This is an optimization exercise on Yosys and OpenROAD, whose aim is small area, a short achievable clock period and few clock cycles per item, not a production implementation. In this exercise RTL edits were held to simulation tests only and were not proved equivalent to the original.

==> v22: inputs <==
## fnv_lane_mix
module fnv_lane_mix #(
  parameter int             LANES     = 4,
  parameter int             W         = 32,
  parameter logic [W-1:0]   FNV_PRIME = 32'h01000193
) (
  input  logic               clk,
  input  logic               rst,
  input  logic               in_valid,
  output logic               in_ready,
  input  logic [1:0]         mode,
  input  logic [LANES*W-1:0] a,
  input  logic [LANES*W-1:0] b,
  output logic               out_valid,
  input  logic               out_ready,
  output logic [LANES*W-1:0] c,
  output logic [W-1:0]       digest,
  output logic               out_err
);
export LEC_CHECK = 0
export CAP_MARGIN = 20
export CORE_MARGIN = 2
export CORE_UTILIZATION = 65
export CTS_BUF_LIST = sky130_fd_sc_hd__clkbuf_8
export SETUP_SLACK_MARGIN = 1.9
export SLEW_MARGIN = 20
create_clock -name core_clock -period 7.0 [get_ports {clk}]
standard.sh (not shown) runs the stock make flow with config.mk's settings and CLKGATE_MAP_FILE= SYNTH_SCRIPT=/design/flow/synth_recipe.tcl, a recipe that flattens the netlist after the stock synthesis.
==> flow/flow/run.sh <==
#!/bin/bash
# Standard layout, but the port buffers that placement inserts on every input and
# output are the smallest buffer (buf_1); timing repair resizes them where needed.
set -euo pipefail
bash standard.sh BUFFER_PORTS_ARGS="-buffer_cell sky130_fd_sc_hd__buf_1" finish > flow_standard.log 2>&1
==> inputs of v14, as changes to v22 <==
--- a/flow/design.v
+++ b/flow/design.v
@@ -23,34 +23,29 @@
   logic [W-1:0] r1_l0_q, r1_l3_q, r1_m1_q, r1_x1_q, r1_m2_q, r1_x2_q;
   logic [W-1:0] r2_l0_q, r2_l1_q, r2_l3_q, r2_m2_q, r2_x2_q;
   logic [W-1:0] r3_l0_q, r3_l1_q, r3_l3_q, r3_y2_q;
   logic [W-1:0] a0, a1, a2, a3, b0, b1, b2, b3;
   logic [W-1:0] bx0, bx1, bx2, bx3;
-  logic [W-1:0] p0, p3, p1, p2;
   logic [W-1:0] y0, y3, m1, x1, m2, x2, y1, y2;
   logic         l2;
   assign adv      = !v3_q || out_ready;
   assign in_ready = adv;
   assign {a3, a2, a1, a0} = a;
   assign {b3, b2, b1, b0} = b;
   assign bx0 = mode[0] ? a0 ^ b0 : a0;
   assign bx1 = mode[0] ? a1 ^ b1 : a1;
   assign bx2 = mode[0] ? a2 ^ b2 : a2;
   assign bx3 = mode[0] ? a3 ^ b3 : a3;
-  fnv_mulp u_mul0 (.x(bx0), .y(p0));
-  fnv_mulp u_mul3 (.x(bx3), .y(p3));
-  assign y0 = p0 ^ (mode[1] ? a1 : mode[0] ? '0 : b0);
-  assign y3 = p3 ^ (mode[0] ? '0 : b3);
+  fnv_mulpx u_mul0 (.x(bx0), .k(mode[1] ? a1 : mode[0] ? '0 : b0), .y(y0));
+  fnv_mulpx u_mul3 (.x(bx3), .k(mode[0] ? '0 : b3), .y(y3));
   assign m1 = bx1;
   assign x1 = mode[1] ? a2 : mode[0] ? '0 : b1;
   assign m2 = bx2;
   assign x2 = mode[1] ? a3 : mode[0] ? '0 : b2;
-  fnv_mulp u_mul1 (.x(f1_q ? r1_l0_q : r1_m1_q), .y(p1));
-  assign y1 = p1 ^ r1_x1_q;
+  fnv_mulpx u_mul1 (.x(f1_q ? r1_l0_q : r1_m1_q), .k(r1_x1_q), .y(y1));
   assign l2 = !md2_q[1];
-  fnv_mulp u_mul2 (.x(f2_q ? r2_l1_q : r2_m2_q), .y(p2));
-  assign y2 = p2 ^ r2_x2_q;
+  fnv_mulpx u_mul2 (.x(f2_q ? r2_l1_q : r2_m2_q), .k(r2_x2_q), .y(y2));
   always_ff @(posedge clk) begin
     if (rst) begin
       v1_q <= 1'b0;
       v2_q <= 1'b0;
       v3_q <= 1'b0;
@@ -87,11 +82,11 @@
   assign out_valid = v3_q;
   assign c         = {r3_l3_q, md3_q[1] ? '0 : r3_y2_q, r3_l1_q, r3_l0_q};
   assign digest    = (md3_q == 2'd2) ? r3_y2_q : '0;
   assign out_err   = (md3_q == 2'd3);
 endmodule
-module fnv_mulp (input logic [31:0] x, output logic [31:0] y);
+module fnv_mulpx (input logic [31:0] x, input logic [31:0] k, output logic [31:0] y);
   logic [31:0] r0, r1;
   logic t1, t2, t3, t4, t5, t6, t7, t8, t9, t10, t11, t12, t13, t14, t15, t16;
   logic t17, t18, t19, t20, t21, t22, t23, t24, t25, t26, t27, t28, t29, t30, t31, t32;
   logic t33, t34, t35, t36, t37, t38, t39, t40, t41, t42, t43, t44, t45, t46, t47, t48;
   logic t49, t50, t51, t52, t53, t54, t55, t56, t57, t58, t59, t60, t61, t62, t63, t64;
@@ -464,7 +459,7 @@
   assign cc[27] = gg75;
   assign cc[28] = gg76;
   assign cc[29] = gg77;
   assign cc[30] = gg78;
   assign cc[31] = gg79;
-  assign y = p0 ^ cc;
+  assign y = (p0 ^ k) ^ cc;
 endmodule
Settings changed: CORE_UTILIZATION 65 to 58, CTS_CLUSTER_DIAMETER set to 50, CTS_CLUSTER_SIZE set to 18, SETUP_SLACK_MARGIN 1.9 to 1.8.
==> notes <==
- Register-to-register slack: v14 is lower than v22 (0.03 ns).
- Of v14 and v22, v22 has the higher clock skew (gap 0.0036 ns).
- Routed wire length: v14 is lower than v22 (about 5.6%).
- Of v14 and v22, v22 has the higher cell area (gap 2.6%, measured against v22).
- v14 produced a clean layout. v22 finished clean.
- Against v22, the worst hold slack of v14 is better by 0.00055 ns.
Testbench counts of v22, summed over its fixed seeds: cycles 4,824, items 4,800.
Testbench counts of v14, summed over its fixed seeds: cycles 4,824, items 4,800.

-- afterwards: timing with drivers on the ports --
No port has a modelled driver above. Below, the same layouts with a new extraction and two added sets of constraints.
Step 1 assumes that a clkbuf_16 drives the clock port and a buf_2 every other input.
Step 2, shift: input delay + t, output delay - t, t = (earliest + latest rising clock arrival at the registers) / 2. This alone moves slack from input paths to output paths.
Three values: ideal, step 1, step 2; two values: the first two.
run	t, ns	slack for setup (ns)	worst setup path at the end	worst register clock-pin slew, ns	worst data-port slew with drivers (ns)
v22	0.739	1.821 / 1.626 / 0.887	input to register	0.07 / 0.07	0.26
v14	0.740	1.889 / 1.842 / 1.101	input to register	0.11 / 0.11	0.11
After both steps every run listed still meets setup and hold. The setup slack of v22, which loses most, moves by -0.195 ns with the drivers and by -0.934 ns with both steps.
